What follows belongs to an exercise in optimizing a design on an open flow for small area; a production flow would make more cautious choices.
The RTL was checked by simulation tests, not by an equivalence proof against the original design.

[flow/design.v]
`default_nettype none
package synthPkg;
	localparam int numVoices = 4;
	localparam int voiceIdxW = 2;
	localparam int phaseW = 32;
	localparam int sampleW = 16;
	localparam int noteW = 4;
	localparam int incrShift = 24;
	localparam int mixShift = 17;
	localparam int prodW = 2 * sampleW + 1;
	localparam int accW = prodW + voiceIdxW;
	typedef enum logic [1:0] {
		waveOff = 2'd0,
		waveSaw = 2'd1,
		waveSquare = 2'd2,
		waveTri = 2'd3
	} waveSel_t;
	typedef enum logic {
		targetVoice = 1'b0,
		targetAmp = 1'b1
	} cfgTarget_t;
	typedef struct packed {
		logic valid;
		logic [voiceIdxW-1:0] idx;
		logic first;
		logic last;
	} voiceTag_t;
	typedef struct packed {
		voiceTag_t tag;
		logic [sampleW-1:0] phase;
	} phaseTap_t;
	typedef struct packed {
		voiceTag_t tag;
		logic signed [sampleW-1:0] sample;
	} voiceSample_t;
	typedef struct packed {
		logic strobe;
		cfgTarget_t target;
		logic [voiceIdxW-1:0] voice;
		logic [noteW-1:0] note;
		waveSel_t wave;
		logic [sampleW-1:0] amp;
	} cfgWrite_t;
endpackage
`default_nettype wire
`timescale 1ns/10ps
`default_nettype none
module voiceConfig
(
	input logic MAX10_CLK2_50,
	input logic rstN,
	input synthPkg::cfgWrite_t cfg,
	output logic [synthPkg::numVoices-1:0][synthPkg::phaseW-1:0] phaseIncr,
	output synthPkg::waveSel_t [synthPkg::numVoices-1:0] waves,
	output logic [synthPkg::sampleW-1:0] amplitude,
	output logic [synthPkg::numVoices-1:0] retrig
);
	logic [synthPkg::numVoices-1:0][synthPkg::noteW-1:0] notes;
	always_ff @(posedge MAX10_CLK2_50 or negedge rstN) begin
		if (!rstN) begin
			notes <= '0;
			for (int i = 0; i < synthPkg::numVoices; i++) begin
				waves[i] <= synthPkg::waveOff;
			end
			amplitude <= '0;
			retrig <= '0;
		end else begin
			retrig <= '0;
			if (cfg.strobe) begin
				if (cfg.target == synthPkg::targetVoice) begin
					notes[cfg.voice] <= cfg.note;
					waves[cfg.voice] <= cfg.wave;
					retrig[cfg.voice] <= 1'b1;
				end else begin
					amplitude <= cfg.amp;
				end
			end
		end
	end
	always_ff @(posedge MAX10_CLK2_50) begin
		for (int i = 0; i < synthPkg::numVoices; i++) begin
			phaseIncr[i] <= (synthPkg::phaseW'(notes[i]) + synthPkg::phaseW'(1)) << synthPkg::incrShift;
		end
	end
endmodule
`default_nettype wire
`timescale 1ns/10ps
`default_nettype none
module voiceSequencer
(
	input logic MAX10_CLK2_50,
	input logic rstN,
	input logic sampleTick,
	output synthPkg::voiceTag_t step
);
	logic busy;
	logic [synthPkg::voiceIdxW-1:0] voiceCnt;
	always_ff @(posedge MAX10_CLK2_50 or negedge rstN) begin
		if (!rstN) begin
			busy <= 1'b0;
			voiceCnt <= '0;
			step <= '0;
		end else if (!busy) begin
			if (sampleTick) begin
				busy <= 1'b1;
				voiceCnt <= synthPkg::voiceIdxW'(1);
				step.valid <= 1'b1;
				step.idx <= '0;
				step.first <= 1'b1;
				step.last <= 1'b0;
			end else begin
				step <= '0;
			end
		end else if (step.last) begin
			busy <= 1'b0;
			step <= '0;
		end else begin
			step.valid <= 1'b1;
			step.idx <= voiceCnt;
			step.first <= 1'b0;
			step.last <= (voiceCnt == synthPkg::voiceIdxW'(synthPkg::numVoices - 1));
			voiceCnt <= voiceCnt + synthPkg::voiceIdxW'(1);
		end
	end
endmodule
`default_nettype wire
`timescale 1ns/10ps
`default_nettype none
module phaseBank
(
	input logic MAX10_CLK2_50,
	input logic rstN,
	input synthPkg::voiceTag_t step,
	input logic [synthPkg::numVoices-1:0][synthPkg::phaseW-1:0] phaseIncr,
	input logic [synthPkg::numVoices-1:0] retrig,
	output synthPkg::phaseTap_t tap
);
	logic [synthPkg::numVoices-1:0][synthPkg::phaseW-1:0] phase;
	always_ff @(posedge MAX10_CLK2_50 or negedge rstN) begin
		if (!rstN) begin
			phase <= '0;
		end else begin
			if (step.valid) begin
				phase[step.idx] <= phase[step.idx] + phaseIncr[step.idx];
			end
			for (int i = 0; i < synthPkg::numVoices; i++) begin
				if (retrig[i]) begin
					phase[i] <= '0;
				end
			end
		end
	end
	always_ff @(posedge MAX10_CLK2_50 or negedge rstN) begin
		if (!rstN) begin
			tap <= '0;
		end else begin
			tap.tag <= step;
			tap.phase <= phase[step.idx][synthPkg::phaseW-1 -: synthPkg::sampleW];
		end
	end
endmodule
`default_nettype wire
`timescale 1ns/10ps
`default_nettype none
module waveShaper
(
	input logic MAX10_CLK2_50,
	input logic rstN,
	input synthPkg::phaseTap_t tap,
	input synthPkg::waveSel_t [synthPkg::numVoices-1:0] waves,
	output synthPkg::voiceSample_t sample
);
	synthPkg::waveSel_t wave;
	logic [synthPkg::sampleW-2:0] triFold;
	logic [synthPkg::sampleW-1:0] triDbl;
	logic signed [synthPkg::sampleW-1:0] shaped;
	assign wave = waves[tap.tag.idx];
	assign triFold = tap.phase[synthPkg::sampleW-1] ? ~tap.phase[synthPkg::sampleW-2:0] : tap.phase[synthPkg::sampleW-2:0];
	assign triDbl = {triFold, 1'b0};
	always_comb begin
		case (wave)
			synthPkg::waveSaw: shaped = {~tap.phase[synthPkg::sampleW-1], tap.phase[synthPkg::sampleW-2:0]};
			synthPkg::waveSquare: shaped = tap.phase[synthPkg::sampleW-1] ? 16'sh8001 : 16'sh7FFF;
			synthPkg::waveTri: shaped = {~triDbl[synthPkg::sampleW-1], triDbl[synthPkg::sampleW-2:0]};
			default: shaped = '0;
		endcase
	end
	always_ff @(posedge MAX10_CLK2_50 or negedge rstN) begin
		if (!rstN) begin
			sample <= '0;
		end else begin
			sample.tag <= tap.tag;
			sample.sample <= shaped;
		end
	end
endmodule
`default_nettype wire
`timescale 1ns/10ps
`default_nettype none
module voiceMixer
(
	input logic MAX10_CLK2_50,
	input logic rstN,
	input synthPkg::voiceSample_t sample,
	input logic [synthPkg::sampleW-1:0] amplitude,
	output logic signed [synthPkg::sampleW-1:0] sampleOut,
	output logic sampleValid
);
	logic signed [synthPkg::prodW-1:0] prod;
	logic signed [synthPkg::accW-1:0] acc;
	logic signed [synthPkg::accW-1:0] frameSum;
	logic signed [synthPkg::accW-1:0] scaled;
	assign prod = synthPkg::prodW'($signed(sample.sample)) * synthPkg::prodW'($signed({1'b0, amplitude}));
	assign frameSum = (sample.tag.first ? synthPkg::accW'(0) : acc) + synthPkg::accW'(prod);
	assign scaled = frameSum >>> synthPkg::mixShift;
	always_ff @(posedge MAX10_CLK2_50) begin
		if (sample.tag.valid) begin
			acc <= frameSum;
		end
	end
	always_ff @(posedge MAX10_CLK2_50 or negedge rstN) begin
		if (!rstN) begin
			sampleOut <= '0;
			sampleValid <= 1'b0;
		end else begin
			sampleValid <= sample.tag.valid && sample.tag.last;
			if (sample.tag.valid && sample.tag.last) begin
				sampleOut <= scaled[synthPkg::sampleW-1:0];
			end
		end
	end
endmodule
`default_nettype wire
`timescale 1ns/10ps
`default_nettype none
module synthCore
(
	input logic MAX10_CLK2_50,
	input logic rstN,
	input logic sampleTick,
	input synthPkg::cfgWrite_t cfg,
	output logic signed [synthPkg::sampleW-1:0] sampleOut,
	output logic sampleValid
);
	logic [synthPkg::numVoices-1:0][synthPkg::phaseW-1:0] phaseIncr;
	synthPkg::waveSel_t [synthPkg::numVoices-1:0] waves;
	logic [synthPkg::sampleW-1:0] amplitude;
	logic [synthPkg::numVoices-1:0] retrig;
	synthPkg::voiceTag_t step;
	synthPkg::phaseTap_t tap;
	synthPkg::voiceSample_t sample;
	voiceSequencer sequencer (
		.MAX10_CLK2_50(MAX10_CLK2_50),
		.rstN(rstN),
		.sampleTick(sampleTick),
		.step(step)
	);
	voiceConfig config0 (
		.MAX10_CLK2_50(MAX10_CLK2_50),
		.rstN(rstN),
		.cfg(cfg),
		.phaseIncr(phaseIncr),
		.waves(waves),
		.amplitude(amplitude),
		.retrig(retrig)
	);
	phaseBank phases (
		.MAX10_CLK2_50(MAX10_CLK2_50),
		.rstN(rstN),
		.step(step),
		.phaseIncr(phaseIncr),
		.retrig(retrig),
		.tap(tap)
	);
	waveShaper shaper (
		.MAX10_CLK2_50(MAX10_CLK2_50),
		.rstN(rstN),
		.tap(tap),
		.waves(waves),
		.sample(sample)
	);
	voiceMixer mixer (
		.MAX10_CLK2_50(MAX10_CLK2_50),
		.rstN(rstN),
		.sample(sample),
		.amplitude(amplitude),
		.sampleOut(sampleOut),
		.sampleValid(sampleValid)
	);
endmodule
`default_nettype wire
[flow/run.sh]
#!/bin/bash
# synth_recipe.tcl (not shown) runs the flow's synth.tcl, then flattens the netlist and writes it again
# the make line also repeats each setting of config.mk as NAME=value (left out here)
make -C /OpenROAD-flow-scripts/flow DESIGN_CONFIG=/design/flow/config.mk WORK_HOME=/design/flow/orfs CLKGATE_MAP_FILE= SYNTH_SCRIPT=/design/flow/synth_recipe.tcl finish
[flow/config.mk]
export PLATFORM = sky130hd
export DESIGN_NAME = synthCore
export DESIGN_NICKNAME = synthCore
export VERILOG_FILES = /design/flow/design.v
export SDC_FILE = /design/flow/constraint.sdc
export NUM_CORES = 4
export LEC_CHECK = 0
export CAP_MARGIN = 20
export CORE_MARGIN = 2
export CORE_UTILIZATION = 40
export SLEW_MARGIN = 20
[flow/constraint.sdc]
create_clock -name core_clock -period 10.0 [get_ports {MAX10_CLK2_50}]
set_input_delay 2.0000 -clock core_clock [delete_from_list [all_inputs] [get_ports {MAX10_CLK2_50}]]
set_output_delay 2.0000 -clock core_clock [all_outputs]
set_load 0.01 [all_outputs]
==> run notes <==
==> worst max-delay path, cell delays in order (launching register included) <==
cell	delay, ns
dfrtp_1	0.50
inv_1	0.48
nor2_1	0.15
fa_1	0.54
fa_1	0.54
fa_1	0.53
fa_1	0.52
fa_1	0.54
inv_1	0.06
fa_1	0.54
inv_1	0.05
ha_1	0.40
and4_1	0.31
nand3_1	0.13
a211oi_2	0.44
o21ai_1	0.25
a311oi_1	0.48
xor2_1	0.15
mux2_2	0.29
==> sequential cells by signal (all words and copies together), names as in the netlist, 2 cells and up <==
signal and flops:
config0.notes 16, config0.phaseIncr 20, sequencer.step 5, phases.tap 21, mixer.sampleOut 16, shaper.sample 19
config0.waves 8, config0.retrig 4, phases.phase 64, mixer.acc 33, config0.amplitude 16, sequencer.voiceCnt 2
==> layout make-up <==
type                    instances  area [um^2]  area share [%]
multi-input cells            1154        11570           56.05
flip-flops and latches        225         5695           27.60
inverters                     330         1239           6.003
well taps                     607        759.5           3.680
clock buffers                  36        739.5           3.583
repair buffers                 57        541.8           2.625
clock inverters                12        93.84          0.4547
==> path summary, 6_finish.rpt <==
check | endpoint | slack [ns] | cells after the start
worst max-delay path | mixer.sampleOut[13] | 2.98 | 18
worst min-delay path | shaper.sample[16] | 0.35 | 0
worst max register to register | mixer.sampleOut[13] | 2.98 | 18
worst min register to register | shaper.sample[16] | 0.35 | 0
max in group asynchronous | phases.phase[88] | 6.60 | 3
min in group asynchronous | mixer.sampleOut[13] | 1.36 | 1
==> stage by stage <==
stage / area, um^2 / std cells / setup slack, ns
2_1_floorplan: 18760 / 1782 / 3.709
3_3_place_gp: 19800 / 2373 / 3.099
3_5_place_dp: 19800 / 2373 / 3.030
4_1_cts: 20640 / 2421 / 3.004
5_1_grt: 20640 / 2421 / 2.778
6_report: 20640 / 2421 / 2.977
==> metal layers <==
metal  GRT usage, %  routed length, um  share of wire [%]  vias up
met2          34.14              21800                 50      256
met1          25.13              19130                 44     6446
li1               -                  -                  -     5739
met5              0                  0                  0        -
met4          6.067               1340                3.1        0
met3          2.337               1599                3.6       85
==> cells by family after synthesis <==
logic type	after synthesis	share of synthesized area, %
simple gates	469	12.69
buf+inv	403	8.137
fa+ha+maj	367	33.56
compound gates	231	9.244
flops	225	30.36
mux	48	4.189
xor+xnor	39	1.821
==> cells in the final DEF, fill, tap and decap left out, types with 7 or more instances in the layout <==
master and count:
ha_1 140, nor2_1 42, mux2_2 24, o21ai_0 39, xor2_1 10, mux4_2 22
clkdlybuf4s50_1 44, a22o_1 75, nand3_1 16, nor3_1 10, a21o_1 15, clkbuf_16 27
edfxtp_1 33, nand2b_1 15, fa_1 227, dfrtp_1 172, a21oi_1 24, inv_1 330
nor2b_1 30, nand4_1 7, a32o_1 14, dfxtp_1 20, nand2_1 172, and3_1 13
xnor2_1 29, or3_1 18, buf_4 12, and2_1 135, a31oi_1 8
==> impl_metrics.toml <==
[clock_network]
cts_hold_buf = 0
post-cts-setup-buffers = 0
cts_tree = "yes"
cts_root_buf = "clkbuf_16"
cts_resized = 0
cts_sinks = 225
clk_latency_ns = 0.57
clk_pin_slew_worst_paths_ns = 0.06
clock_path_buffers = 3
cts_buffers = 26
htree_levels = 1

[route]
routedWlPerCell_um = 18.12
post-route-drc-count = 0
drtAntennaViolNets = 0
drt_iter0_drc = 691
vias_per_cell = 5.174
drt_pass1_iterations = 5
vias = 12530
wirelength_mm = 43.86

[logic_synthesis]
synth_commonest_cells = "330 x inv_1, 227 x fa_1, 172 x dfrtp_1, 172 x nand2_1, 140 x ha_1"
ys_warn_count = 5
synth_top_area_share_pct = 24.22
synth_edf_count = 33
ys_seq_area_share_pct = 30.36
ys.flop_type = "dfrtp_1"
synth_top_cell_by_area = "fa_1"
yosysMostFrequentCell = "inv_1"
ys_seq_elements = 225
synth_cell_types = 65
syn_area_um2 = 18760
syn_area_per_cell_um2 = 10.53
ys_top_cells_by_area = "fa_1 24%, dfrtp_1 23%, ha_1 9.3%"
synthCells = 1782
ys_async_sr_fraction_pct = 76.44
synth_fp_nets = 2178

[place]
io_buffers = 45
gp_congestion = 0.8712
hpwl_mm = 32.59

[floorplanning]
die-area_um2 = 48650
die_w_um = 220.6
fp-row-count = 79
die_h_um = 220.6
start_util_pct = 40.38
io_pins = 46
core_um2 = 46460

[sta]
worst_pin_slew_ns = 1.080
setup_viol_count_final = 0
finClkSkew_ns = 0.01061
slew_headroom_pct = 27.49
slew_viol_final = 0
finalCritPeriodShare_pct = 70.23
post-route-min-period_ns = 7.023
finalHoldViolations = 0
fmax_mhz = 142.4
timing.hold.ws_ns = 0.3459
tns_ns = 0
rsz0062_at_grt = "no"

[cells_and_area]
area.growth.synth_to_final_pct = 10.00
utilization_pct = 44.42
fillers = 4379
drive_above_1_share_pct = 6.340
insertedDiodeCount = 0
layout.nets = 2190

[status]
status = "finished clean"

[setup_path]
cp.required_ns = 10.46
start_kind = "register"
end_kind = "register"
startpoint = "shaper.sample[15]"
crit_fanout = 13
critical_path_class = "reg -> reg"
r2r-start = "shaper.sample[15]"
cp.arrival_ns = 7.48

[run]
drv_cap = 0

[worst_hold_path]
hp-class = "reg -> reg"
holdCritStartpoint = "phases.tap[16]"

[global_route]
track_usage_pct = 19.44
grt_pass1_wl_mm = 74.51
antenna_found_initial = 0
grt.overflow.total = 0
grt_pass1_vias = 14170
grt_max_degree = 71

## static timing again, ports no longer ideal
The results above use ideal ports. As a check the final layout listed here was re-extracted and re-timed, cells and wires unchanged. Step 1 (the two cells are an assumption about what drives the block):
set clk [get_ports {MAX10_CLK2_50}]
set_driving_cell -lib_cell sky130_fd_sc_hd__clkbuf_16 $clk
set_driving_cell -lib_cell sky130_fd_sc_hd__buf_2 [delete_from_list [all_inputs] $clk]
Step 2, shift: input delay + t, output delay - t, t = (earliest + latest rising clock arrival at the registers) / 2. This alone moves slack from input paths to output paths. Three values: ideal, step 1, step 2; two values: the first two.
t, ns: 0.619
setup slack, ns: 2.977 / 2.977 / 2.977
clock arrival spread, ns: 0.013 / 0.013
worst slew at a driven data input, ns: 0.06
After both steps setup and hold are still met in this run. For this run, drivers alone change the setup slack by 0.000 ns; drivers and shift together by 0.000 ns.
